This design comes from an exercise in tuning for small area and few clock cycles per item on the open sky130 flow, not from production work. Function was checked by simulation only, so behaviour that the tests miss may differ from the original. No driver is modelled on the clock port, so clock power and skew are understated where the tree is cut down; a real chip needs a root buffer or a tree. Power figures rest on the tool's default switching activity, not on a simulated workload.

Design udp_ipv4_frame_filter, start of the top module:
module udp_ipv4_frame_filter (
   input  wire           clock,
   input  wire           reset,
   input  wire           req_valid,
   output wire           req_ready,
   input  wire  [7:0]    req_data_byte,
   input  wire           req_is_last,
   output wire           rsp_valid,
   input  wire           rsp_ready,
   output wire           rsp_accepted,
   output wire  [3:0]    rsp_verdict_code,
   output wire  [31:0]   rsp_source_addr,
   output wire  [31:0]   rsp_dest_addr,
   output wire  [6:0]    rsp_payload_offset,
   output wire  [13:0]   rsp_payload_length,
   input  wire           csr_valid,
   output wire           csr_ready,
   input  wire  [1:0]    csr_reg_index,
   input  wire  [31:0]   csr_write_data
);
Size in the first run: about 510 cells after synthesis, about 170 flip-flops, ~140 I/O pins, ~7000 sq um of cells after synthesis.
==> module udp_ipv4_frame_filter, before the edit <==
module udp_ipv4_frame_filter (
   input  wire           clock,
   input  wire           reset,
   input  wire           req_valid,
   output wire           req_ready,
   input  wire  [7:0]    req_data_byte,
   input  wire           req_is_last,
   output wire           rsp_valid,
   input  wire           rsp_ready,
   output wire           rsp_accepted,
   output wire  [3:0]    rsp_verdict_code,
   output wire  [31:0]   rsp_source_addr,
   output wire  [31:0]   rsp_dest_addr,
   output wire  [6:0]    rsp_payload_offset,
   output wire  [13:0]   rsp_payload_length,
   input  wire           csr_valid,
   output wire           csr_ready,
   input  wire  [1:0]    csr_reg_index,
   input  wire  [31:0]   csr_write_data
);
   logic        en_ff, a_ok_ff, b_ok_ff;
   logic [31:0] a_ff, b_ff;
   assign csr_ready = 1'b1;
   always_ff @(posedge clock) begin
      if (reset) begin
         en_ff   <= 1'b0;
         a_ok_ff <= 1'b0;
         b_ok_ff <= 1'b0;
      end else if (csr_valid) begin
         if (csr_reg_index == 2'd0) en_ff <= csr_write_data[0];
         if (csr_reg_index == 2'd1) a_ok_ff <= 1'b1;
         if (csr_reg_index == 2'd2) b_ok_ff <= 1'b1;
      end
   end
   always_ff @(posedge clock) begin
      if (csr_valid && csr_reg_index == 2'd1) a_ff <= csr_write_data;
      if (csr_valid && csr_reg_index == 2'd2) b_ff <= csr_write_data;
   end
   logic [13:0] cnt_ff;      
   logic        pay_ff;      
   logic [3:0]  ihl_ff;
   logic        bad_eth_ff, bad_hdr_ff, bad_proto_ff;
   logic        hit_a_ff, hit_b_ff, hit_src_ff;
   logic [13:0] ulen_ff;     
   logic        big_ff;      
   logic [31:0] src_ff, dst_ff;
   logic        rv_ff;       
   logic        accept, act, last, xfer, rsp_valid_w;
   logic        pact, udp_full;
   logic        hlen_ok;
   logic        pay_start, pay_inc;
   logic        in_src, in_dst, fill_shift;
   logic [7:0]  din;
   logic [1:0]  k;
   logic [7:0]  a_byte, b_byte;
   logic        eq_a, eq_b, zero_byte, restart;
   logic        at_len, at_bound;
   logic        cnt_clr, cnt_inc;
   logic        short_f, hit, zfill;
   logic [3:0]  code;
   always_comb begin
      xfer   = rsp_valid_w && rsp_ready;
      accept = req_valid && req_ready;
      act    = accept && !rv_ff && !pay_ff;
      pact   = accept && !rv_ff && pay_ff;
      last   = accept && req_is_last;
      hlen_ok = ihl_ff[3] || (ihl_ff[2] && (ihl_ff[1] || ihl_ff[0]));
      pay_start = act && cnt_ff[7:0] == 8'd13 + {2'b0, ihl_ff, 2'b00} && hlen_ok;
      udp_full  = cnt_ff[13:3] != 11'd0;    
      at_len    = !big_ff && udp_full && cnt_ff == ulen_ff;
      at_bound  = cnt_ff[13:7] == 7'h7f && cnt_ff[1:0] == 2'b01 &&
                  cnt_ff[6:2] == 5'd28 - {1'b0, ihl_ff};
      pay_inc   = pact && !at_len && !at_bound;
      in_src = cnt_ff[7:2] == 6'b000110 ? cnt_ff[1] :
               cnt_ff[7:2] == 6'b000111 ? !cnt_ff[1] : 1'b0;    
      in_dst = cnt_ff[7:2] == 6'b000111 ? cnt_ff[1] :
               cnt_ff[7:2] == 6'b001000 ? !cnt_ff[1] : 1'b0;    
      k      = cnt_ff[1:0] ^ 2'b10;
      a_byte = a_ff[8*(3-k) +: 8];
      b_byte = b_ff[8*(3-k) +: 8];
      zero_byte = req_data_byte == 8'd0;
      eq_a   = a_ok_ff ? req_data_byte == a_byte : zero_byte;
      eq_b   = b_ok_ff ? req_data_byte == b_byte : zero_byte;
      restart = cnt_ff[1:0] == 2'b10;
      short_f = !pay_ff && cnt_ff[7:0] < 8'd34;
      hit     = hit_src_ff || hit_a_ff || hit_b_ff;
      if (short_f)                    code = 4'd1;
      else if (bad_eth_ff)            code = 4'd2;
      else if (bad_hdr_ff)            code = 4'd3;
      else if (!pay_ff)               code = 4'd4;
      else if (en_ff && !hit)         code = 4'd5;
      else if (bad_proto_ff)          code = 4'd6;
      else if (!udp_full)             code = 4'd7;
      else if (!big_ff && ulen_ff[13:3] == 11'd0)           code = 4'd8;
      else                            code = 4'd0;
      zfill = short_f || (!pay_ff && hlen_ok);
      rsp_valid_w = rv_ff && (cnt_ff[13] || !zfill);
      fill_shift  = rv_ff && zfill && !cnt_ff[13];
      din = (fill_shift || bad_eth_ff || bad_hdr_ff) ? 8'd0 : req_data_byte;
   end
   assign req_ready = !rv_ff || xfer;
   always_comb begin
      cnt_clr = reset || xfer || pay_start;
      cnt_inc = !reset && (xfer ? accept : (pay_inc || (act && !cnt_ff[7] && !pay_start)));
   end
   always_ff @(posedge clock) begin
      cnt_ff <= (cnt_clr ? 14'd0 : cnt_ff) + {13'd0, cnt_inc} + {fill_shift && !reset, 11'd0};
      if (reset || xfer) begin
         pay_ff <= 1'b0;
      end else if (pay_start) begin
         pay_ff <= 1'b1;
      end
   end
   always_ff @(posedge clock) begin
      if (reset || xfer) begin
         rv_ff     <= 1'b0;
      end else begin
         if (last) rv_ff <= 1'b1;
      end
      if (!reset && last && xfer) rv_ff <= 1'b1;    
   end
   always_ff @(posedge clock) begin
      if (act) begin
         if (cnt_ff[7:0] == 8'd12) bad_eth_ff <= req_data_byte != 8'h08;
         if (cnt_ff[7:0] == 8'd13) bad_eth_ff <= bad_eth_ff || req_data_byte != 8'h00;
         if (cnt_ff[7:0] == 8'd14) begin
            ihl_ff     <= req_data_byte[3:0];
            bad_hdr_ff <= req_data_byte[7:4] != 4'd4 || req_data_byte[3:0] < 4'd5;
         end
         if (cnt_ff[7:0] == 8'd23) bad_proto_ff <= req_data_byte != 8'd17;
         if (in_src || in_dst) begin
            hit_a_ff <= (restart || hit_a_ff) && eq_a;
            hit_b_ff <= (restart || hit_b_ff) && eq_b;
         end
         if (cnt_ff[7:0] == 8'd29) hit_src_ff <= (hit_a_ff && eq_a) || (hit_b_ff && eq_b);
      end
      if (pact) begin
         if (cnt_ff == 14'd4) begin
            big_ff        <= req_data_byte[7:6] != 2'd0;
            ulen_ff[13:8] <= req_data_byte[5:0];
         end
         if (cnt_ff == 14'd5) begin
            ulen_ff[7:0] <= req_data_byte;
         end
      end
   end
   always_ff @(posedge clock) begin
      if ((act && in_src) || fill_shift) src_ff <= {src_ff[23:0], din};
      if ((act && in_dst) || fill_shift) dst_ff <= {dst_ff[23:0], din};
   end
   assign rsp_valid          = rsp_valid_w;
   assign rsp_verdict_code   = code;
   assign rsp_accepted       = code == 4'd0;
   assign rsp_source_addr    = src_ff;
   assign rsp_dest_addr      = dst_ff;
   assign rsp_payload_offset = code == 4'd0 ? {ihl_ff + 5'd5, 2'b10} : 7'd0;
   assign rsp_payload_length = code == 4'd0 ? cnt_ff - 14'd8 : 14'd0;
endmodule
export LEC_CHECK = 0
export CAP_MARGIN = 0
export CORE_MARGIN = 2
export CORE_UTILIZATION = 40
export SLEW_MARGIN = 0
create_clock -name core_clock -period 6.0 [get_ports {clock}]
standard.sh (not shown) runs the stock make flow with config.mk's settings and CLKGATE_MAP_FILE= SYNTH_SCRIPT=/design/flow/synth_recipe.tcl, a recipe that flattens the netlist after the stock synthesis.
==> flow/flow/run.sh <==
#!/bin/bash
# the standard layout with three changes: an area-oriented abc script in synthesis,
# the smallest buffer on the ports, and a small hand-built clock tree (flow/mcts.tcl:
# one root buffer driving eleven leaf buffers, each leaf driving one balanced cluster
# of nearby registers) in place of TritonCTS's tree
set -euo pipefail
here=$(pwd)
rm -rf "$here/scripts"
cp -r "$FLOW_HOME/scripts" "$here/scripts"
cp "$here/flow/abc.script" "$here/scripts/abc_speed.script"
export BUFFER_PORTS_ARGS="-buffer_cell sky130_fd_sc_hd__buf_1"
export PRE_CTS_TCL="$here/flow/mcts.tcl"
export MCTS_LEAVES=11 MCTS_LEAF_CELL=sky130_fd_sc_hd__clkbuf_8 MCTS_ROOT_CELL=sky130_fd_sc_hd__clkbuf_8
bash standard.sh SCRIPTS_DIR="$here/scripts" finish > standard_flow.log 2>&1
Other scripts of this flow, unchanged in this note and not shown: flow/flow/abc.script, flow/flow/mcts.tcl
Testbench counts at the start, summed over its fixed seeds: cycles 393,172, frames 1,200.
Then changed:
--- a/flow/design.v
+++ b/flow/design.v
@@ -44,36 +44,38 @@
    logic        hit_a_ff, hit_b_ff, hit_src_ff;
    logic [13:0] ulen_ff;     
    logic        big_ff;      
    logic [31:0] src_ff, dst_ff;
    logic        rv_ff;       
+   logic [1:0]  fill_ff;     
+   logic        filled_ff;
    logic        accept, act, last, xfer, rsp_valid_w;
-   logic        pact, udp_full;
+   logic [7:0]  e;           
+   logic        e_neg;
    logic        hlen_ok;
    logic        pay_start, pay_inc;
    logic        in_src, in_dst, fill_shift;
    logic [7:0]  din;
    logic [1:0]  k;
    logic [7:0]  a_byte, b_byte;
    logic        eq_a, eq_b, zero_byte, restart;
    logic        at_len, at_bound;
    logic        cnt_clr, cnt_inc;
-   logic        short_f, hit, zfill;
+   logic        short_f, ip_done, hit, zfill;
    logic [3:0]  code;
    always_comb begin
       xfer   = rsp_valid_w && rsp_ready;
       accept = req_valid && req_ready;
       act    = accept && !rv_ff && !pay_ff;
-      pact   = accept && !rv_ff && pay_ff;
       last   = accept && req_is_last;
       hlen_ok = ihl_ff[3] || (ihl_ff[2] && (ihl_ff[1] || ihl_ff[0]));
-      pay_start = act && cnt_ff[7:0] == 8'd13 + {2'b0, ihl_ff, 2'b00} && hlen_ok;
-      udp_full  = cnt_ff[13:3] != 11'd0;    
-      at_len    = !big_ff && udp_full && cnt_ff == ulen_ff;
+      {e_neg, e} = {1'b0, cnt_ff[7:0]} - {3'b0, ihl_ff, 2'b00};
+      pay_start = act && !e_neg && e == 8'd21 && hlen_ok;
+      at_len    = !big_ff && cnt_ff == ulen_ff - 14'd8;
       at_bound  = cnt_ff[13:7] == 7'h7f && cnt_ff[1:0] == 2'b01 &&
-                  cnt_ff[6:2] == 5'd28 - {1'b0, ihl_ff};
-      pay_inc   = pact && !at_len && !at_bound;
+                  cnt_ff[6:2] == 5'd26 - {1'b0, ihl_ff};
+      pay_inc   = accept && !rv_ff && pay_ff && !at_len && !at_bound;
       in_src = cnt_ff[7:2] == 6'b000110 ? cnt_ff[1] :
                cnt_ff[7:2] == 6'b000111 ? !cnt_ff[1] : 1'b0;    
       in_dst = cnt_ff[7:2] == 6'b000111 ? cnt_ff[1] :
                cnt_ff[7:2] == 6'b001000 ? !cnt_ff[1] : 1'b0;    
       k      = cnt_ff[1:0] ^ 2'b10;
@@ -82,43 +84,50 @@
       zero_byte = req_data_byte == 8'd0;
       eq_a   = a_ok_ff ? req_data_byte == a_byte : zero_byte;
       eq_b   = b_ok_ff ? req_data_byte == b_byte : zero_byte;
       restart = cnt_ff[1:0] == 2'b10;
       short_f = !pay_ff && cnt_ff[7:0] < 8'd34;
+      ip_done = pay_ff || (!e_neg && e >= 8'd14);
       hit     = hit_src_ff || hit_a_ff || hit_b_ff;
       if (short_f)                    code = 4'd1;
       else if (bad_eth_ff)            code = 4'd2;
       else if (bad_hdr_ff)            code = 4'd3;
-      else if (!pay_ff)               code = 4'd4;
+      else if (!ip_done)              code = 4'd4;
       else if (en_ff && !hit)         code = 4'd5;
       else if (bad_proto_ff)          code = 4'd6;
-      else if (!udp_full)             code = 4'd7;
+      else if (!pay_ff)               code = 4'd7;
       else if (!big_ff && ulen_ff[13:3] == 11'd0)           code = 4'd8;
       else                            code = 4'd0;
-      zfill = short_f || (!pay_ff && hlen_ok);
-      rsp_valid_w = rv_ff && (cnt_ff[13] || !zfill);
-      fill_shift  = rv_ff && zfill && !cnt_ff[13];
+      zfill = short_f || !ip_done;
+      rsp_valid_w = rv_ff && (filled_ff || !zfill);
+      fill_shift  = rv_ff && zfill;
       din = (fill_shift || bad_eth_ff || bad_hdr_ff) ? 8'd0 : req_data_byte;
    end
    assign req_ready = !rv_ff || xfer;
    always_comb begin
       cnt_clr = reset || xfer || pay_start;
       cnt_inc = !reset && (xfer ? accept : (pay_inc || (act && !cnt_ff[7] && !pay_start)));
    end
    always_ff @(posedge clock) begin
-      cnt_ff <= (cnt_clr ? 14'd0 : cnt_ff) + {13'd0, cnt_inc} + {fill_shift && !reset, 11'd0};
+      cnt_ff <= (cnt_clr ? 14'd0 : cnt_ff) + {13'd0, cnt_inc};
       if (reset || xfer) begin
          pay_ff <= 1'b0;
       end else if (pay_start) begin
          pay_ff <= 1'b1;
       end
    end
    always_ff @(posedge clock) begin
       if (reset || xfer) begin
          rv_ff     <= 1'b0;
+         fill_ff   <= 2'd0;
+         filled_ff <= 1'b0;
       end else begin
          if (last) rv_ff <= 1'b1;
+         if (fill_shift) begin
+            fill_ff <= fill_ff + 2'd1;
+            if (fill_ff == 2'd3) filled_ff <= 1'b1;
+         end
       end
       if (!reset && last && xfer) rv_ff <= 1'b1;    
    end
    always_ff @(posedge clock) begin
       if (act) begin
@@ -132,17 +141,15 @@
          if (in_src || in_dst) begin
             hit_a_ff <= (restart || hit_a_ff) && eq_a;
             hit_b_ff <= (restart || hit_b_ff) && eq_b;
          end
          if (cnt_ff[7:0] == 8'd29) hit_src_ff <= (hit_a_ff && eq_a) || (hit_b_ff && eq_b);
-      end
-      if (pact) begin
-         if (cnt_ff == 14'd4) begin
+         if (!e_neg && e == 8'd18) begin
             big_ff        <= req_data_byte[7:6] != 2'd0;
             ulen_ff[13:8] <= req_data_byte[5:0];
          end
-         if (cnt_ff == 14'd5) begin
+         if (!e_neg && e == 8'd19) begin
             ulen_ff[7:0] <= req_data_byte;
          end
       end
    end
    always_ff @(posedge clock) begin
@@ -153,8 +160,8 @@
    assign rsp_verdict_code   = code;
    assign rsp_accepted       = code == 4'd0;
    assign rsp_source_addr    = src_ff;
    assign rsp_dest_addr      = dst_ff;
    assign rsp_payload_offset = code == 4'd0 ? {ihl_ff + 5'd5, 2'b10} : 7'd0;
-   assign rsp_payload_length = code == 4'd0 ? cnt_ff - 14'd8 : 14'd0;
+   assign rsp_payload_length = code == 4'd0 ? cnt_ff : 14'd0;
 endmodule
 `default_nettype wire
Via count hardly moves. Total power went up by a few percent. Fmax goes up by a few percent. Sequential power went up by a few percent. Cell count came out higher slightly. Register-to-register slack is worse by 1.0 ns. Die area came out higher by a few percent. Final area rose slightly.
Testbench counts after the change, summed over its fixed seeds: cycles 393,172, frames 1,200.
No run of this note takes its clock network from TritonCTS; it comes from the design's own scripts or RTL.

---

Setup of v6:
The RTL this note starts from:
==> flow/design.v <==
`default_nettype none
module udp_ipv4_frame_filter (
   input  wire           clock,
   input  wire           reset,
   input  wire           req_valid,
   output wire           req_ready,
   input  wire  [7:0]    req_data_byte,
   input  wire           req_is_last,
   output wire           rsp_valid,
   input  wire           rsp_ready,
   output wire           rsp_accepted,
   output wire  [3:0]    rsp_verdict_code,
   output wire  [31:0]   rsp_source_addr,
   output wire  [31:0]   rsp_dest_addr,
   output wire  [6:0]    rsp_payload_offset,
   output wire  [13:0]   rsp_payload_length,
   input  wire           csr_valid,
   output wire           csr_ready,
   input  wire  [1:0]    csr_reg_index,
   input  wire  [31:0]   csr_write_data
);
   logic        en_ff;
   logic [31:0] a_ff, b_ff;
   assign csr_ready = 1'b1;
   always_ff @(posedge clock) begin
      if (reset) begin
         en_ff <= 1'b0;
      end else if (csr_valid && csr_reg_index == 2'd0) begin
         en_ff <= csr_write_data[0];
      end
   end
   always_ff @(posedge clock) begin
      if (reset) begin
         a_ff <= 32'd0;
         b_ff <= 32'd0;
      end else begin
         if (csr_valid && csr_reg_index == 2'd1) a_ff <= csr_write_data;
         if (csr_valid && csr_reg_index == 2'd2) b_ff <= csr_write_data;
      end
   end
   logic [13:0] cnt_ff;      
   logic        pay_ff;      
   logic [3:0]  ihl_ff;
   logic        bad_eth_ff, bad_hdr_ff, bad_proto_ff;
   logic        hit_a_ff, hit_b_ff, hit_src_ff;
   logic [13:0] ulen_ff;     
   logic        big_ff;      
   logic [31:0] src_ff, dst_ff;
   logic        rv_ff;       
   logic [1:0]  fill_ff;     
   logic        filled_ff;
   logic        accept, act, last, xfer, rsp_valid_w;
   logic        pact, udp_full;
   logic        hlen_ok;
   logic        pay_start, pay_inc;
   logic        in_src, in_dst, fill_shift;
   logic [7:0]  din;
   logic [1:0]  k;
   logic [7:0]  a_byte, b_byte;
   logic        eq_a, eq_b, restart;
   logic        at_len, at_bound;
   logic        cnt_clr, cnt_inc;
   logic        short_f, hit, zfill;
   logic [3:0]  code;
   always_comb begin
      xfer   = rsp_valid_w && rsp_ready;
      accept = req_valid && req_ready;
      act    = accept && !rv_ff && !pay_ff;
      pact   = accept && !rv_ff && pay_ff;
      last   = accept && req_is_last;
      hlen_ok = ihl_ff[3] || (ihl_ff[2] && (ihl_ff[1] || ihl_ff[0]));
      pay_start = act && cnt_ff[7:0] == 8'd13 + {2'b0, ihl_ff, 2'b00} && hlen_ok;
      udp_full  = cnt_ff[13:3] != 11'd0;    
      at_len    = !big_ff && udp_full && cnt_ff == ulen_ff;
      at_bound  = cnt_ff[13:7] == 7'h7f && cnt_ff[1:0] == 2'b01 &&
                  cnt_ff[6:2] == 5'd28 - {1'b0, ihl_ff};
      pay_inc   = pact && !at_len && !at_bound;
      in_src = cnt_ff[7:2] == 6'b000110 ? cnt_ff[1] :
               cnt_ff[7:2] == 6'b000111 ? !cnt_ff[1] : 1'b0;    
      in_dst = cnt_ff[7:2] == 6'b000111 ? cnt_ff[1] :
               cnt_ff[7:2] == 6'b001000 ? !cnt_ff[1] : 1'b0;    
      k      = cnt_ff[1:0] ^ 2'b10;
      a_byte = a_ff[8*(3-k) +: 8];
      b_byte = b_ff[8*(3-k) +: 8];
      eq_a   = req_data_byte == a_byte;
      eq_b   = req_data_byte == b_byte;
      restart = cnt_ff[1:0] == 2'b10;
      short_f = !pay_ff && cnt_ff[7:0] < 8'd34;
      hit     = hit_src_ff || hit_a_ff || hit_b_ff;
      if (short_f)                    code = 4'd1;
      else if (bad_eth_ff)            code = 4'd2;
      else if (bad_hdr_ff)            code = 4'd3;
      else if (!pay_ff)               code = 4'd4;
      else if (en_ff && !hit)         code = 4'd5;
      else if (bad_proto_ff)          code = 4'd6;
      else if (!udp_full)             code = 4'd7;
      else if (!big_ff && ulen_ff[13:3] == 11'd0)           code = 4'd8;
      else                            code = 4'd0;
      zfill = short_f || (!pay_ff && hlen_ok);
      rsp_valid_w = rv_ff && (filled_ff || !zfill);
      fill_shift  = rv_ff && zfill;
      din = (fill_shift || bad_eth_ff || bad_hdr_ff) ? 8'd0 : req_data_byte;
   end
   assign req_ready = !rv_ff || xfer;
   always_comb begin
      cnt_clr = reset || xfer || pay_start;
      cnt_inc = !reset && (xfer ? accept : (pay_inc || (act && !cnt_ff[7] && !pay_start)));
   end
   always_ff @(posedge clock) begin
      cnt_ff <= (cnt_clr ? 14'd0 : cnt_ff) + {13'd0, cnt_inc};
      if (reset || xfer) begin
         pay_ff <= 1'b0;
      end else if (pay_start) begin
         pay_ff <= 1'b1;
      end
   end
   always_ff @(posedge clock) begin
      if (reset || xfer) begin
         rv_ff     <= 1'b0;
         fill_ff   <= 2'd0;
         filled_ff <= 1'b0;
      end else begin
         if (last) rv_ff <= 1'b1;
         if (fill_shift) begin
            fill_ff <= fill_ff + 2'd1;
            if (fill_ff == 2'd3) filled_ff <= 1'b1;
         end
      end
      if (!reset && last && xfer) rv_ff <= 1'b1;    
   end
   always_ff @(posedge clock) begin
      if (act) begin
         if (cnt_ff[7:0] == 8'd12) bad_eth_ff <= req_data_byte != 8'h08;
         if (cnt_ff[7:0] == 8'd13) bad_eth_ff <= bad_eth_ff || req_data_byte != 8'h00;
         if (cnt_ff[7:0] == 8'd14) begin
            bad_hdr_ff <= req_data_byte[7:4] != 4'd4 || req_data_byte[3:0] < 4'd5;
         end
         if (cnt_ff[7:0] == 8'd23) bad_proto_ff <= req_data_byte != 8'd17;
         if (in_src || in_dst) begin
            hit_a_ff <= (restart || hit_a_ff) && eq_a;
            hit_b_ff <= (restart || hit_b_ff) && eq_b;
         end
         if (cnt_ff[7:0] == 8'd29) hit_src_ff <= (hit_a_ff && eq_a) || (hit_b_ff && eq_b);
      end
      if (pact) begin
      end
   end
   always_ff @(posedge clock) begin
      if (reset) begin
         ihl_ff  <= 4'd0;
         big_ff  <= 1'b0;
         ulen_ff <= 14'd0;
      end else begin
         if (act && cnt_ff[7:0] == 8'd14) ihl_ff <= req_data_byte[3:0];
         if (pact && cnt_ff == 14'd4) begin
            big_ff        <= req_data_byte[7:6] != 2'd0;
            ulen_ff[13:8] <= req_data_byte[5:0];
         end
         if (pact && cnt_ff == 14'd5) ulen_ff[7:0] <= req_data_byte;
      end
   end
   always_ff @(posedge clock) begin
      if (reset) begin
         src_ff <= 32'd0;
         dst_ff <= 32'd0;
      end else begin
         if ((act && in_src) || fill_shift) src_ff <= {src_ff[23:0], din};
         if ((act && in_dst) || fill_shift) dst_ff <= {dst_ff[23:0], din};
      end
   end
   assign rsp_valid          = rsp_valid_w;
   assign rsp_verdict_code   = code;
   assign rsp_accepted       = code == 4'd0;
   assign rsp_source_addr    = src_ff;
   assign rsp_dest_addr      = dst_ff;
   assign rsp_payload_offset = code == 4'd0 ? {ihl_ff + 5'd5, 2'b10} : 7'd0;
   assign rsp_payload_length = code == 4'd0 ? cnt_ff - 14'd8 : 14'd0;
endmodule
`default_nettype wire
export LEC_CHECK = 0
export CAP_MARGIN = 0
export CORE_MARGIN = 2
export CORE_UTILIZATION = 40
export SLEW_MARGIN = 0
create_clock -name core_clock -period 6.0 [get_ports {clock}]
==> flow/flow/run.sh <==
#!/bin/bash
# the standard layout with three changes: an area-oriented abc script in synthesis,
# the smallest buffer on the ports, and a small hand-built clock tree (flow/mcts.tcl:
# one root buffer driving 11 leaf buffers, each leaf driving one balanced cluster
# of nearby registers) in place of TritonCTS's tree
set -euo pipefail
here=$(pwd)
rm -rf "$here/scripts"
cp -r "$FLOW_HOME/scripts" "$here/scripts"
cp "$here/flow/abc.script" "$here/scripts/abc_speed.script"
export BUFFER_PORTS_ARGS="-buffer_cell sky130_fd_sc_hd__buf_1"
export PRE_CTS_TCL="$here/flow/mcts.tcl"
export MCTS_LEAVES=11 MCTS_LEAF_CELL=sky130_fd_sc_hd__clkbuf_8 MCTS_ROOT_CELL=sky130_fd_sc_hd__clkbuf_8
bash standard.sh SCRIPTS_DIR="$here/scripts" finish > standard_flow.log 2>&1
Other scripts of this flow, unchanged in this note and not shown: flow/flow/abc.script, flow/flow/mcts.tcl
Testbench counts of v6, summed over its fixed seeds: cycles 393,172, frames 1,200.
Input changes introduced in v7 (baseline for comparison: v6):
--- a/flow/design.v
+++ b/flow/design.v
@@ -46,10 +46,8 @@
    logic [13:0] ulen_ff;     
    logic        big_ff;      
    logic [31:0] src_ff, dst_ff;
    logic        rv_ff;       
-   logic [1:0]  fill_ff;     
-   logic        filled_ff;
    logic        accept, act, last, xfer, rsp_valid_w;
    logic        pact, udp_full;
    logic        hlen_ok;
    logic        pay_start, pay_inc;
@@ -96,19 +94,19 @@
       else if (!udp_full)             code = 4'd7;
       else if (!big_ff && ulen_ff[13:3] == 11'd0)           code = 4'd8;
       else                            code = 4'd0;
       zfill = short_f || (!pay_ff && hlen_ok);
-      rsp_valid_w = rv_ff && (filled_ff || !zfill);
-      fill_shift  = rv_ff && zfill;
+      rsp_valid_w = rv_ff && (cnt_ff[13] || !zfill);
+      fill_shift  = rv_ff && zfill && !cnt_ff[13];
       din = (fill_shift || bad_eth_ff || bad_hdr_ff) ? 8'd0 : req_data_byte;
    end
    assign req_ready = !rv_ff || xfer;
    always_comb begin
       cnt_clr = reset || xfer || pay_start;
       cnt_inc = !reset && (xfer ? accept : (pay_inc || (act && !cnt_ff[7] && !pay_start)));
    end
    always_ff @(posedge clock) begin
-      cnt_ff <= (cnt_clr ? 14'd0 : cnt_ff) + {13'd0, cnt_inc};
+      cnt_ff <= (cnt_clr ? 14'd0 : cnt_ff) + {13'd0, cnt_inc} + {fill_shift && !reset, 11'd0};
       if (reset || xfer) begin
          pay_ff <= 1'b0;
       end else if (pay_start) begin
          pay_ff <= 1'b1;
@@ -116,16 +114,10 @@
    end
    always_ff @(posedge clock) begin
       if (reset || xfer) begin
          rv_ff     <= 1'b0;
-         fill_ff   <= 2'd0;
-         filled_ff <= 1'b0;
       end else begin
          if (last) rv_ff <= 1'b1;
-         if (fill_shift) begin
-            fill_ff <= fill_ff + 2'd1;
-            if (fill_ff == 2'd3) filled_ff <= 1'b1;
-         end
       end
       if (!reset && last && xfer) rv_ff <= 1'b1;    
    end
    always_ff @(posedge clock) begin
Notes after the runs:
v7 vs v6 — wire length rose about 1.4%.
Compared with v6, v7 shows a maximum frequency that is 1.6% lower.
v7 vs. v6: ratio of routed vias to standard cells now smaller, met3 track demand over resource now larger, final worst-path setup slack now smaller.
Starting utilization of the core area across v7 and v6: no real change.
Compared v7 against v6; cell area within noise.
Hold slack: v7 < v6
Testbench counts of v7, summed over its fixed seeds: cycles 393,172, frames 1,200.
In every run of this note, the design's own scripts or RTL, not TritonCTS, make the clock network.

re-timing with driven ports:
The results above use ideal ports. As a check the final layouts listed here were re-extracted and re-timed, cells and wires unchanged. Step 1 (the two cells are an assumption about what drives the block):
set clk [get_ports {clock}]
set_driving_cell -lib_cell sky130_fd_sc_hd__clkbuf_16 $clk
set_driving_cell -lib_cell sky130_fd_sc_hd__buf_2 [delete_from_list [all_inputs] $clk]
Step 2 times the ports against the registers' clock, not the clock port: input delays grow and output delays shrink by t, the midpoint of the rising clock arrivals with the driver on. Three values: ideal ports, drivers, drivers and shift; two values: the first two.
run | shift t [ns] | setup WS [ns] | worst slew at a driven data input, ns | cell pins on the clock port's net
the first run of note 1 | 0.483 | 0.830 / 0.791 / 1.202 | 0.05 | 1
the second run of note 1 | 0.467 | 1.007 / 1.007 / 1.007 | 0.05 | 1
v6 | 0.472 | 1.122 / 1.085 / 1.557 | 0.06 | 1
v7 | 0.479 | 1.044 / 1.002 / 1.480 | 0.04 | 1
After both steps every run listed still meets setup and hold.
